What follows belongs to an exercise in optimizing a design on an open flow for small area, a short achievable clock period and few clock cycles per item; a production flow would make more cautious choices.
Only simulation tests tie the RTL to the original design; equivalence was not proved.
Power and IR drop assume default switching activity.

## flow/config.mk

```make
export PLATFORM = sky130hd
export DESIGN_NAME = sticky_device_id_allocator_unit
export DESIGN_NICKNAME = sticky_device_id_allocator_unit
export VERILOG_FILES = /design/flow/design.v
export SDC_FILE = /design/flow/constraint.sdc
export NUM_CORES = 4
export LEC_CHECK = 0
export CAP_MARGIN = 20
export CELL_PAD_IN_SITES_DETAIL_PLACEMENT = 1
export CELL_PAD_IN_SITES_GLOBAL_PLACEMENT = 2
export CORE_MARGIN = 2
export CORE_UTILIZATION = 46
export CTS_CLUSTER_DIAMETER = 80
export CTS_CLUSTER_SIZE = 24
export PLACE_DENSITY = 0.62
export SETUP_SLACK_MARGIN = 2.3
export SLEW_MARGIN = 20
export SYNTH_MEMORY_MAX_BITS = 8192
```

## flow/constraint.sdc

```tcl
create_clock -name core_clock -period 5.5 [get_ports {clk}]
set_input_delay 1.1000 -clock core_clock [delete_from_list [all_inputs] [get_ports {clk}]]
set_output_delay 1.1000 -clock core_clock [all_outputs]
set_load 0.01 [all_outputs]
```

## flow/design.v

```verilog
package sdida_pkg;
    localparam int NUM_SLOTS = 256;
    localparam int SLOT_W    = $clog2(NUM_SLOTS);
    localparam int CNT_W     = $clog2(NUM_SLOTS + 1);
    localparam int ID_W      = 8;
    localparam int OWNER_W   = 16;
    typedef enum logic {
        REQ_ALLOC   = 1'b0,
        REQ_RELEASE = 1'b1
    } req_type_t;
    typedef enum logic [1:0] {
        STAT_OK      = 2'd0,
        STAT_FULL    = 2'd1,
        STAT_INVALID = 2'd2
    } status_t;
    typedef enum logic [1:0] {
        ST_IDLE,
        ST_OWN,
        ST_FREE,
        ST_RESP
    } state_t;
endpackage
module sticky_device_id_allocator_unit (
    input  logic        clk,
    input  logic        rst_n,
    input  logic        s_tvalid,
    output logic        s_tready,
    input  logic [23:0] s_tdata,    
    input  logic        s_tuser,    
    output logic        m_tvalid,
    input  logic        m_tready,
    output logic [15:0] m_tdata     
);
    localparam int NS      = sdida_pkg::NUM_SLOTS;
    localparam int NG      = NS / 16;    
    localparam int CS      = 8;          
    localparam int NC      = NS / CS;
    localparam int CL_W    = $clog2(CS);
    localparam int SLOT_W  = sdida_pkg::SLOT_W;
    localparam int CNT_W   = sdida_pkg::CNT_W;
    localparam int OWNER_W = sdida_pkg::OWNER_W;
    localparam int RES_W   = 11;    
    localparam int QD      = 4;     
    logic               a_v, a_rel;
    logic [OWNER_W-1:0] a_data;      
    localparam int NQ = 4;
    localparam logic [NQ*OWNER_W-1:0] CMP_MASK = 64'haaaa_5555_ffff_0000;
    logic [NQ-1:0][OWNER_W-1:0] a_cmp;
    logic               b_v, b_rel;
    logic [OWNER_W-1:0] b_data;
    logic [NC-1:0]      b_grp_hit;   
    logic [NC-1:0][CL_W-1:0] b_grp_loc;
    logic [NG-1:0]      b_grp_ff;    
    logic               b_feq;       
    logic               b_wh;        
    logic [SLOT_W-1:0]  b_wh_id;
    logic               w_v;
    logic [SLOT_W-1:0]  w_id;        
    logic [NG-1:0]      w_goh;       
    logic [15:0]        w_loh;
    logic [OWNER_W-1:0] w_key;
    logic               c_v, c_claim;
    logic [RES_W-1:0]   c_res;
    logic [RES_W-1:0]   q_data [QD];
    logic [QD-1:0]      q_v;
    logic               rdy;         
    logic [OWNER_W-1:0] key [NS];
    logic [NS-1:0]      held;
    logic [CNT_W-1:0]   rec_cnt;
    logic a_go;
    assign a_go     = a_v & rdy;
    assign s_tready = rdy;
    logic [NG-1:0]     grp_free;
    logic [NG-1:0]     grp_first;
    logic [NS-1:0]     loc_first;
    logic [NS-1:0]     first_free;
    logic              any_free;
    logic [NG-1:0][3:0] loc_id;
    logic [SLOT_W-1:0] free_id;
    always_comb
    begin
        for (int g = 0; g < NG; g++)
        begin
            logic seen;
            grp_free[g] = ~&held[16*g +: 16];
            seen = 1'b0;
            loc_id[g] = '0;
            for (int j = 0; j < 16; j++)
            begin
                loc_first[16*g + j] = ~held[16*g + j] & ~seen;
                seen = seen | ~held[16*g + j];
            end
            for (int j = 0; j < 16; j++)
            begin
                if (loc_first[16*g + j])
                begin
                    loc_id[g] = loc_id[g] | 4'(j);
                end
            end
        end
        begin
            logic seen;
            seen = 1'b0;
            for (int g = 0; g < NG; g++)
            begin
                grp_first[g] = grp_free[g] & ~seen;
                seen = seen | grp_free[g];
            end
        end
        any_free = |grp_free;
        for (int i = 0; i < NS; i++)
        begin
            first_free[i] = grp_first[i/16] & loc_first[i];
        end
        free_id = '0;
        for (int g = 0; g < NG; g++)
        begin
            if (grp_first[g])
            begin
                free_id = free_id | {4'(g), loc_id[g]};
            end
        end
    end
    logic [15:0] hi_lt, hi_eq, lo_lt;
    logic [NS-1:0] rec;
    always_comb
    begin
        for (int j = 0; j < 16; j++)
        begin
            hi_lt[j] = rec_cnt[8] | (4'(j) < rec_cnt[7:4]);
            hi_eq[j] = ~rec_cnt[8] & (4'(j) == rec_cnt[7:4]);
            lo_lt[j] = (4'(j) < rec_cnt[3:0]);
        end
    end
    for (genvar i = 0; i < NS; i++)
    begin : g_rec
        assign rec[i] = hi_lt[i/16] | (hi_eq[i/16] & lo_lt[i%16]);
    end
    logic [NS-1:0] w_dec;
    always_comb
    begin
        for (int i = 0; i < NS; i++)
        begin
            w_dec[i] = w_v & w_goh[i/16] & w_loh[i%16];
        end
    end
    logic [NS-1:0] key_eq, match, match_ff;
    for (genvar i = 0; i < NS; i++)
    begin : g_match
        assign key_eq[i]   = rec[i] & ((key[i] ^ CMP_MASK[OWNER_W*(i/(NS/NQ)) +: OWNER_W]) == a_cmp[i/(NS/NQ)]);
        assign match[i]    = key_eq[i] & ~w_dec[i];
        assign match_ff[i] = key_eq[i] & loc_first[i];
    end
    logic [NC-1:0]      grp_hit;
    logic [NG-1:0]      grp_ff;
    logic [NC-1:0][CL_W-1:0] grp_hit_loc;
    always_comb
    begin
        for (int g = 0; g < NC; g++)
        begin
            grp_hit[g]     = |match[CS*g +: CS];
            grp_hit_loc[g] = '0;
            for (int j = 0; j < CS; j++)
            begin
                if (match[CS*g + j])
                begin
                    grp_hit_loc[g] = grp_hit_loc[g] | CL_W'(j);
                end
            end
        end
    end
    always_comb
    begin
        for (int g = 0; g < NG; g++)
        begin
            grp_ff[g] = grp_first[g] & |match_ff[16*g +: 16];
        end
    end
    logic              hit_w, hit_g, hit_ff, b_match;
    logic [SLOT_W-1:0] hit_g_id, b_match_id;
    always_comb
    begin
        hit_w    = w_v & b_feq;
        hit_ff   = |b_grp_ff;
        hit_g    = |b_grp_hit;
        hit_g_id = '0;
        for (int g = 0; g < NC; g++)
        begin
            if (b_grp_hit[g])
            begin
                hit_g_id[SLOT_W-1:CL_W] = hit_g_id[SLOT_W-1:CL_W] | (SLOT_W-CL_W)'(g);
            end
            hit_g_id[CL_W-1:0] = hit_g_id[CL_W-1:0] | b_grp_loc[g];
        end
        b_match    = (hit_g & ~(w_v & hit_ff)) | b_wh | hit_w;
        b_match_id = hit_g_id | (b_wh ? b_wh_id : '0) | (hit_w ? w_id : '0);
    end
    logic b_alloc, b_release, b_claim;
    assign b_alloc   = b_v & ~b_rel;
    assign b_release = b_v & b_rel;
    assign b_claim   = b_alloc & ~b_match;
    logic [NS-1:0] rel_dec, hit_dec;
    always_comb
    begin
        for (int i = 0; i < NS; i++)
        begin
            rel_dec[i] = (b_data[SLOT_W-1:0] == SLOT_W'(i));
            hit_dec[i] = (b_grp_hit[i/CS] & (b_grp_loc[i/CS] == CL_W'(i%CS)))
                       | (b_wh & (b_wh_id == SLOT_W'(i)))
                       | (hit_w & w_goh[i/16] & w_loh[i%16]);
        end
    end
    for (genvar i = 0; i < NS; i++)
    begin : g_slot
        always_ff @(posedge clk)
        begin
            if (w_dec[i])
            begin
                key[i] <= w_key;
            end
        end
        always_ff @(posedge clk or negedge rst_n)
        begin
            if (!rst_n)
            begin
                held[i] <= 1'b0;
            end
            else
            begin
                held[i] <= (held[i] & ~(b_release & rel_dec[i])) | (b_alloc & hit_dec[i])
                         | (b_claim & first_free[i]);
            end
        end
    end
    always_ff @(posedge clk or negedge rst_n)
    begin
        if (!rst_n)
        begin
            rec_cnt <= '0;
        end
        else if (w_v && !rec_cnt[8] && w_id == rec_cnt[7:0])
        begin
            rec_cnt <= rec_cnt + 1'b1;
        end
    end
    always_ff @(posedge clk or negedge rst_n)
    begin
        if (!rst_n)
        begin
            a_v <= 1'b0;
            b_v <= 1'b0;
            c_v <= 1'b0;
            w_v <= 1'b0;
        end
        else
        begin
            if (s_tready)
            begin
                a_v <= s_tvalid;
            end
            b_v <= a_go;
            c_v <= b_v;
            w_v <= b_claim & any_free;
        end
    end
    always_ff @(posedge clk)
    begin
        if (s_tready && s_tvalid)
        begin
            a_rel  <= s_tuser;
            a_data <= s_tuser ? {8'd0, s_tdata[23:16]}
                              : {s_tdata[7:0], s_tdata[12:8], s_tdata[15:13]};
            for (int k = 0; k < NQ; k++)
            begin
                a_cmp[k] <= CMP_MASK[OWNER_W*k +: OWNER_W] ^ (s_tuser ? {8'd0, s_tdata[23:16]}
                                                   : {s_tdata[7:0], s_tdata[12:8], s_tdata[15:13]});
            end
        end
        b_rel     <= a_rel;
        b_data    <= a_data;
        b_grp_hit <= grp_hit;
        b_grp_loc <= grp_hit_loc;
        b_grp_ff  <= grp_ff;
        b_feq     <= (a_data == b_data);
        b_wh      <= w_v & (a_data == w_key);
        b_wh_id   <= w_id;
        w_id      <= free_id;
        w_goh     <= grp_first;
        for (int j = 0; j < 16; j++)
        begin
            logic any;
            any = 1'b0;
            for (int g = 0; g < NG; g++)
            begin
                any = any | first_free[16*g + j];
            end
            w_loh[j] <= any;
        end
        w_key     <= b_data;
        c_claim   <= b_claim & any_free;
        if (b_rel)
        begin
            c_res <= {1'b0, sdida_pkg::STAT_OK, 8'd0};
        end
        else if (b_match)
        begin
            c_res <= {1'b1, sdida_pkg::STAT_OK, b_match_id};
        end
        else if (any_free)
        begin
            c_res <= {1'b0, sdida_pkg::STAT_OK, 8'd0};
        end
        else
        begin
            c_res <= {1'b0, sdida_pkg::STAT_FULL, 8'd0};
        end
    end
    logic [RES_W-1:0] res;
    logic             pop;
    logic [QD-1:0]    q_vp, q_vn;
    assign res = c_claim ? {1'b0, sdida_pkg::STAT_OK, w_id} : c_res;
    assign pop = q_v[0] & m_tready;
    always_comb
    begin
        for (int k = 0; k < QD; k++)
        begin
            q_vp[k] = pop ? ((k == QD - 1) ? 1'b0 : q_v[(k + 1) % QD]) : q_v[k];
        end
        for (int k = 0; k < QD; k++)
        begin
            q_vn[k] = q_vp[k] | (c_v & ((k == 0) ? 1'b1 : q_vp[(k + QD - 1) % QD]));
        end
    end
    logic       a_v_next, room_next;
    assign a_v_next  = rdy ? s_tvalid : a_v;
    assign room_next = (a_go & b_v)  ? ~q_vn[QD-3]
                     : (a_go | b_v)  ? ~q_vn[QD-2]
                     :                 ~q_vn[QD-1];
    always_ff @(posedge clk or negedge rst_n)
    begin
        if (!rst_n)
        begin
            q_v <= '0;
            rdy <= 1'b1;
        end
        else
        begin
            q_v <= q_vn;
            rdy <= ~a_v_next | room_next;
        end
    end
    always_ff @(posedge clk)
    begin
        for (int k = 0; k < QD; k++)
        begin
            if (c_v && !q_vp[k] && (k == 0 || q_vp[(k + QD - 1) % QD]))
            begin
                q_data[k] <= res;
            end
            else if (pop)
            begin
                q_data[k] <= (k == QD - 1) ? q_data[k] : q_data[(k + 1) % QD];
            end
        end
    end
    assign m_tvalid = q_v[0];
    assign m_tdata  = {5'd0, q_data[0]};
endmodule
```

## flow/run.sh

```bash
#!/bin/bash
# synth_recipe.tcl (not shown) runs the flow's synth.tcl, then flattens the netlist and writes it again
# the make line also repeats each setting of config.mk as NAME=value (left out here)
make -C /OpenROAD-flow-scripts/flow DESIGN_CONFIG=/design/flow/config.mk WORK_HOME=/design/flow/orfs CLKGATE_MAP_FILE= SYNTH_SCRIPT=/design/flow/synth_recipe.tcl finish
```

==> results.sh, run 1 <==
export IMPL_grt_usage_pct=41.7
export IMPL_leakage_nw=77.5
export IMPL_cts_sinks=4681
export IMPL_synth_area_top_cells="edfxtp_1 60%, xnor2_1 9.0%, xor2_1 8.3%, dfrtp_1 3.3%, dfxtp_1 2.3%"
export IMPL_clock_path_buffers=4
export IMPL_vias=150000
export IMPL_ys_flop_type="edfxtp_1"
export IMPL_crit_type="reg2reg"
export IMPL_clockPowerShare_pct=28.2
export IMPL_combPwrFrac_pct=20.1
export IMPL_fmax_mhz=290
export IMPL_seq_area_frac_synth_pct=65.1
export IMPL_dieHeight_um=680
export IMPL_hpwl_um=642000
export IMPL_grt_ovfl_total=0
export IMPL_finalNetCount=16200
export IMPL_tightest_slew_ns=1.36
export IMPL_status="timing/DRC/antenna clean"
export IMPL_route_detailed_wl_per_inst_um=44.7
export IMPL_seq_area_um2=137000
export IMPL_hold_ws_ns=0.0153
export IMPL_reg2regPathDepth=7
export IMPL_powerDensity_nw_per_um2=335
export IMPL_r2r_slack_ns=2.05
export IMPL_syn_instance_count=15500
export IMPL_antenna_found_initial=130
export IMPL_synth_commonest_cells="4,169 x edfxtp_1, 2,162 x xnor2_1, 1,981 x xor2_1"
export IMPL_clock_root_buffer="clkbuf_16"
export IMPL_power_switching_mw=25.4
export IMPL_grt_max_degree=146
export IMPL_start_util_pct=46.1
export IMPL_dr_first_iter_drc_count=21100
export IMPL_synth_avg_cell_area_um2=13.6
export IMPL_multiInputGateArea_um2=72300
export IMPL_clkLatencyLatePin_ns=1.03
export IMPL_fin_crit_sh_pct=62.7
export IMPL_place_congestion=1.08
export IMPL_die_w_um=680
export IMPL_hp_class="in2async"
export IMPL_port_buffers=40
export IMPL_rsz0062_at_grt="true"
export IMPL_rr_endpoint="held[25]"
export IMPL_netSwitchingFraction_pct=31.7
export IMPL_clk_pin_slew_ns=0.09
export IMPL_fin_crit_ns=3.45
export IMPL_ant_nets=0
export IMPL_nFillCells=43900
export IMPL_start_kind="flip-flop"
export IMPL_cts_tree="built"
export IMPL_setup_viol=0
export IMPL_ios=47
export IMPL_timing_slew_headroom_pct=9.63
export IMPL_synth_top_area_cell="edfxtp_1"
export IMPL_num_rows=248
export IMPL_cts_hold_buffers_added=0
export IMPL_drt_vias_per_instance=6.68
export IMPL_ys_warn_count=3
export IMPL_synth_most_common_cell="edfxtp_1"
export IMPL_async_flop_share_pct=5.85
export IMPL_die_area_um2=462000
export IMPL_cp_max_fo=17
export IMPL_cap_violations=0
export IMPL_crit_arrival_ns=4.37
export IMPL_drive_above_1_share_pct=14.3
export IMPL_area_delta_synth_final_pct=14.0
export IMPL_drt_pass1_iterations=7
export IMPL_drv_slew=0
export IMPL_wl_um=1000000
export IMPL_grt_pass1_vias=146000
export IMPL_syn_area_um2=210000
export IMPL_core_area_um2=456000
export IMPL_crit_path_end_kind="flip-flop"
export IMPL_pwr_share_seq_pct=51.7
export IMPL_ir_drop_v=0.000406
export IMPL_finalSetupTns_ns=0
export IMPL_drc=0
export IMPL_synth_edf_count=4169
export IMPL_cp_data_required_time_ns=6.42
export IMPL_htree_levels=5
export IMPL_fin_skew_ns=0.0826
export IMPL_final_hold_viol_count=0
export IMPL_internal_power_mw=54.7
export IMPL_synth_top_area_share_pct=59.6
export IMPL_ys_types=103
export IMPL_ys_ff_latch=4681
export IMPL_r2r_start="w_loh[9]"
export IMPL_grt_pass1_wl_um=1310000
export IMPL_cts_buffers=269
## state kept, by name (all words and copies together), names as in the netlist, 9 cells and up
| register | count |
|---|---|
| b_grp_ff | 16 |
| a_cmp | 32 |
| c_res | 10 |
| w_goh | 16 |
| b_grp_loc | 96 |
| key | 4096 |
| q_data | 40 |
| w_loh | 16 |
| held | 256 |
| rec_cnt | 9 |
| b_data | 16 |
| b_grp_hit | 32 |
| w_key | 16 |
## repair_timing
| action | 4_1_cts | 5_1_grt |
|---|---|---|
| gates cloned | 22 | 29 |
| setup endpoints to repair | 929 | 233 |
| pin swaps | 80 | 120 |
| gates resized for setup | 527 | 375 |
| setup buffers | 161 | 263 |
## critical path, stage by stage (launching register included)
cell     delay [ns]
dfxtp_2        1.20
buf_4          0.46
nand3_1        0.16
inv_1          0.69
a22oi_1        0.37
o21ai_0        0.16
a31oi_1        0.12
o21ai_0        0.18
## cells by family (layout without fill, tap and decap cells)
family                     Yosys count  in the layout  synth area share [%]
DFF                               4681           4681                  65.1
xor gates and xnor gates          4143           4143                  17.3
muxes                               23             23                 0.111
and+or+nand+nor                   3785           3786                  9.83
AOI/OAI and AO/OA                 1861           1861                  5.65
adders and majority gates            2              2                0.0119
buffers and inverters              991           1849                  2.00
other                                1            136               0.00179
## metrics by stage
| step | utilization [%] | power, mW | instances | cell area [µm²] | setup slack, ns |
|---|---|---|---|---|---|
| after detailed placement | 48.8 | 56.0 | 21500 | 222000 | 0.881 |
| after CTS | 51.6 | 79.0 | 22100 | 235000 | 2.19 |
| after floorplan | - | 48.1 | 15500 | 210000 | 2.68 |
| after global placement | 48.7 | 55.6 | 21500 | 222000 | 0.800 |
| after global routing | 52.5 | 81.3 | 22400 | 239000 | 2.10 |
| final | 52.6 | 80.1 | 22500 | 240000 | 2.05 |
## layout by cell type (no fill, tap or decap), types with 55 or more instances in the layout
cell type / synthesis / layout
dfxtp_1: 238 / 199
a21oi_1: 311 / 268
nor2b_1: 101 / 92
inv_1: 190 / 162
nand3_1: 162 / 150
diode_2: 0 / 130
or2_2: 69 / 64
nand4_1: 727 / 727
a32oi_1: 110 / 109
nand2_1: 823 / 772
dfrtp_1: 273 / 201
o21ai_0: 711 / 677
buf_6: 2 / 68
buf_4: 7 / 893
a22oi_1: 177 / 175
clkbuf_16: 0 / 306
xor2_1: 1981 / 1979
dfrtp_2: 0 / 67
and3_1: 231 / 172
buf_12: 0 / 119
and3_2: 0 / 55
edfxtp_1: 4169 / 4169
xnor2_1: 2162 / 2159
nor3_1: 176 / 136
nand2b_1: 85 / 83
nor2_1: 421 / 368
nor4_2: 3 / 101
nor4_1: 691 / 543
## power by group through the flow
| stage | registers (mW) | clock network [mW] | logic [mW] |
|---|---|---|---|
| after floorplan | 41.9 | 0 | 6.21 |
| after global placement | 42.2 | 0 | 13.5 |
| after detailed placement | 42.2 | 0 | 13.8 |
| after CTS | 41.3 | 22.7 | 15.0 |
| after global routing | 41.3 | 23.7 | 16.3 |
| final | 41.4 | 22.6 | 16.1 |
## layout make-up
cell class / instances / area share, %
antenna: 130 / 0.136
clock buffer: 335 / 3.01
clock inverter: 80 / 0.446
inverter: 198 / 0.366
multi-input combinational: 9821 / 30.2
sequential: 4681 / 57.2
tap: 6000 / 3.13
timing repair buffer: 1235 / 5.51
timing repair inverter: 1 / 0.00366
## worst max path at each step
| stage | slack [ns] | start | endpoint |
|---|---|---|---|
| 2_1_floorplan | 2.68 | held[0] | w_loh[8] |
| 3_3_place_gp | 0.80 | a_cmp[42] | b_grp_hit[11] |
| 3_5_place_dp | 0.88 | held[112] | w_loh[10] |
| 4_1_cts | 2.19 | b_wh | held[154] |
| 5_1_grt | 2.10 | a_cmp[38] | b_grp_ff[9] |
| 6_report | 2.05 | w_loh[9] | held[25] |
## metal layers
| layer | global-route usage (%) | vias to the layer above | routed length (µm) |
|---|---|---|---|
| met5 | 0 | - | 357 |
| met4 | 25.0 | 52 | 73700 |
| met3 | 7.62 | 2326 | 94500 |
| met2 | 64.6 | 9489 | 453000 |
| met1 | 54.8 | 79700 | 383000 |
| li1 | - | 58700 | - |
Testbench counts, summed over its fixed seeds: cycles 9,632, items 9,600.
==> run 2, diff against run 1 <==
--- a/flow/config.mk
+++ b/flow/config.mk
@@ -10,8 +10,8 @@
 export CELL_PAD_IN_SITES_GLOBAL_PLACEMENT = 2
 export CORE_MARGIN = 2
-export CORE_UTILIZATION = 46
+export CORE_UTILIZATION = 49
 export CTS_CLUSTER_DIAMETER = 80
 export CTS_CLUSTER_SIZE = 24
-export PLACE_DENSITY = 0.62
+export PLACE_DENSITY = 0.65
 export SETUP_SLACK_MARGIN = 2.3
 export SLEW_MARGIN = 20
==> run 2 against run 1 <==
Area after synthesis unchanged. Wire length down 4.1%. Non-clock buffer count down 141. Sequential power about the same. Cell count down 2.1%. Hold slack better by 0.34 ns. Critical path depth up 3. Synthesized cell count unchanged. Clock power down 6%. Global-route usage up 0.99 points. First-iteration DRC count up 6.1%.
==> results.sh, run 2 <==
export IMPL_hp_class="reg2reg"
export IMPL_drt_pass1_iterations=8
export IMPL_start_kind="flip-flop"
export IMPL_rr_endpoint="b_grp_ff[6]"
export IMPL_async_flop_share_pct=5.85
export IMPL_synth_top_area_cell="edfxtp_1"
export IMPL_grt_ovfl_total=0
export IMPL_seq_area_frac_synth_pct=65.1
export IMPL_regMostFlops="key"
export IMPL_fin_area_um2=238000
export IMPL_fin_skew_ns=0.0641
export IMPL_synth_area_top_cells="edfxtp_1 60%, xnor2_1 9.0%, xor2_1 8.3%, dfrtp_1 3.3%, dfxtp_1 2.3%"
export IMPL_htree_levels=4
export IMPL_ant_nets=0
export IMPL_cts_sinks=4681
export IMPL_synth_top_area_share_pct=59.6
export IMPL_cp_data_required_time_ns=6.43
export IMPL_wl_um=964000
export IMPL_tightest_slew_ns=1.30
export IMPL_route_detailed_wl_per_inst_um=43.8
export IMPL_grt_pass1_wl_um=1270000
export IMPL_vias=149000
export IMPL_largest_register_ffs=4096
export IMPL_drt_vias_per_instance=6.78
export IMPL_core_area_um2=427000
export IMPL_synth_avg_cell_area_um2=13.6
export IMPL_power_switching_mw=25.1
export IMPL_grt_usage_pct=42.7
export IMPL_r2r_start="a_cmp[59]"
export IMPL_fin_crit_ns=3.39
export IMPL_syn_instance_count=15500
export IMPL_p_total_mw=78.7
export IMPL_r2r_slack_ns=2.11
export IMPL_place_area_um2=221000
export IMPL_ys_ff_latch=4681
export IMPL_ys_types=103
export IMPL_layout_common_cells="4,169 x edfxtp_1, 2,156 x xnor2_1, 1,975 x xor2_1"
export IMPL_dieHeight_um=659
export IMPL_num_rows=240
export IMPL_finalSetupTns_ns=0
export IMPL_rsz0062_at_grt="true"
export IMPL_pwr_share_seq_pct=52.4
export IMPL_port_buffers=40
export IMPL_reg2regPathDepth=10
export IMPL_grt_max_degree=158
export IMPL_dp_worst_setup_slack_ns=0.734
export IMPL_start_util_pct=49.2
export IMPL_nFillCells=40800
export IMPL_internal_power_mw=53.6
export IMPL_hold_path_depth=0
export IMPL_die_area_um2=434000
export IMPL_setup_ws_ns=2.11
export IMPL_timing_slew_headroom_pct=13.2
export IMPL_drc=0
export IMPL_ir_drop_v=0.000386
export IMPL_drv_slew=0
export IMPL_synth_commonest_cells="4,169 x edfxtp_1, 2,162 x xnor2_1, 1,981 x xor2_1"
export IMPL_clk_pin_slew_ns=0.10
export IMPL_leakage_nw=76.5
export IMPL_final_hold_viol_count=0
export IMPL_hp_start="b_data[10]"
export IMPL_area_delta_synth_final_pct=13.1
export IMPL_synth_most_common_cell="edfxtp_1"
export IMPL_powerDensity_nw_per_um2=331
export IMPL_drive_above_1_share_pct=13.2
export IMPL_antenna_found_initial=109
export IMPL_dr_first_iter_drc_count=22300
export IMPL_setup_viol=0
export IMPL_status="timing/DRC/antenna clean"
export IMPL_top_regs="key x4096, held x256, b_grp_loc x96"
export IMPL_crit_path_end_kind="flip-flop"
export IMPL_clkLatencyLatePin_ns=1.07
export IMPL_syn_area_um2=210000
export IMPL_place_congestion=1.13
export IMPL_hold_path_end="w_key[10]"
export IMPL_combPwrFrac_pct=20.7
export IMPL_ios=47
export IMPL_cp_max_fo=21
export IMPL_cts_buffers=245
export IMPL_finalNetCount=16100
export IMPL_clock_root_buffer="clkbuf_16"
export IMPL_netSwitchingFraction_pct=31.8
export IMPL_ys_warn_count=3
export IMPL_fmax_mhz=295
export IMPL_cts_tree="built"
export IMPL_ys_flop_type="edfxtp_1"
export IMPL_grt_pass1_vias=146000
export IMPL_crit_arrival_ns=4.32
export IMPL_fin_crit_sh_pct=61.7
export IMPL_die_w_um=659
export IMPL_synth_edf_count=4169
export IMPL_hpwl_um=607000
export IMPL_final_common_cell="edfxtp_1"
export IMPL_clock_path_buffers=4
export IMPL_clockPowerShare_pct=26.9
export IMPL_crit_type="reg2reg"
export IMPL_cap_violations=0
==> run 2: repair_timing <==
action | 4_1_cts | 5_1_grt
hold endpoints to repair | 8 | 0
gates cloned | 17 | 35
resized for setup | 505 | 505
buffers inserted | 170 | 214
pin swaps | 92 | 133
setup endpoints to repair | 452 | 242
hold buffers | 1 | 0
==> run 2: stage by stage <==
step           instances  util [%]  hold WS, ns
2_1_floorplan      15500         -        0.323
3_3_place_gp       21000      51.7        0.345
3_5_place_dp       21000      51.7        0.347
4_1_cts            21600      54.5        0.358
5_1_grt            21900      55.6        0.364
6_report           22000      55.7        0.355
==> run 2: cell families after synthesis <==
logic type	count (synthesis)	share of synthesized area (%)
AOI/OAI and AO/OA	1861	5.65
xor gates and xnor gates	4143	17.3
adders and majority gates	2	0.0119
buffers and inverters	991	2.00
DFF	4681	65.1
muxes	23	0.111
other	1	0.00179
and+or+nand+nor	3785	9.83
==> run 2: worst max-delay path by stage <==
stage / startpoint / end / slack (ns)
final: a_cmp[59] / b_grp_ff[6] / 2.11
after global routing: a_cmp[33] / b_grp_hit[22] / 2.16
after CTS: a_cmp[53] / b_grp_ff[6] / 2.10
after detailed placement: rec_cnt[1] / b_grp_ff[15] / 0.73
after global placement: rec_cnt[3] / b_grp_ff[2] / 0.53
after floorplan: held[0] / w_loh[8] / 2.68
==> run 2: area by class of cell <==
type / instances / area [µm²] / area share [%]
diodes: 122 / 305 / 0.128
clock buffers: 332 / 6540 / 2.75
clock inverters: 64 / 921 / 0.387
flip-flops and latches: 4681 / 137000 / 57.6
multi-input cells: 9820 / 72600 / 30.6
repair buffers: 1094 / 12300 / 5.19
inverters: 198 / 845 / 0.355
well taps: 5687 / 7120 / 2.99
==> run 2: worst max-delay path, cell delays in order (launching register included) <==
cell and delay (ns):
edfxtp_1 0.45, clkbuf_16 0.24, buf_12 0.31, xnor2_1 0.18, nor4_1 0.40, nand4_1 0.38
a21oi_2 0.34, nand3b_1 0.10, o21ai_1 0.12, a222oi_1 0.16, a41oi_2 0.38
==> run 2: power groups by stage <==
stage                     clock network (mW)  registers [mW]  logic, mW
after floorplan                            0            41.9       6.21
after global placement                     0            42.0       13.5
after detailed placement                   0            42.0       13.8
after CTS                               21.2            41.1       14.9
after global routing                    22.2            41.1       16.4
final                                   21.2            41.2       16.3
==> run 2: metal layers <==
layer | up-vias | GRT usage, % | wire [µm]
li1 | 58300 | - | -
met1 | 78300 | 55.8 | 359000
met2 | 10100 | 65.1 | 429000
met3 | 2482 | 9.73 | 103000
met4 | 79 | 25.7 | 71300
met5 | - | 0 | 754

[static timing again, ports no longer ideal]
No port has a modelled driver above. Below, the same layouts with a new extraction and two added sets of constraints.
Step 1, drivers: a clkbuf_16 drives clk and a buf_2 each remaining input, both assumed.
Step 2 moves the port delays by t, midway between the first and last clock arrival at a register: inputs arrive t later, outputs are due t later. That takes back most of the time a late clock gives input paths.
a / b / c = ideal ports / drivers / drivers and shift; a / b = the first two.
| run | t, ns | setup WS [ns] | hold WS [ns] | worst setup path after step 2 | clock arrival spread, ns |
|---|---|---|---|---|---|
| run 1 | 1.126 | 2.052 / 2.052 / 1.881 | 0.015 / -0.070 / 0.365 | input to register | 0.083 / 0.084 |
| run 2 | 1.184 | 2.109 / 2.109 / 1.840 | 0.355 / 0.355 / 0.355 | input to register | 0.066 / 0.066 |
After both steps setup and hold are still met in every run listed. The setup slack of run 2, which loses most, moves by 0.000 ns with the drivers and by -0.269 ns with both steps.
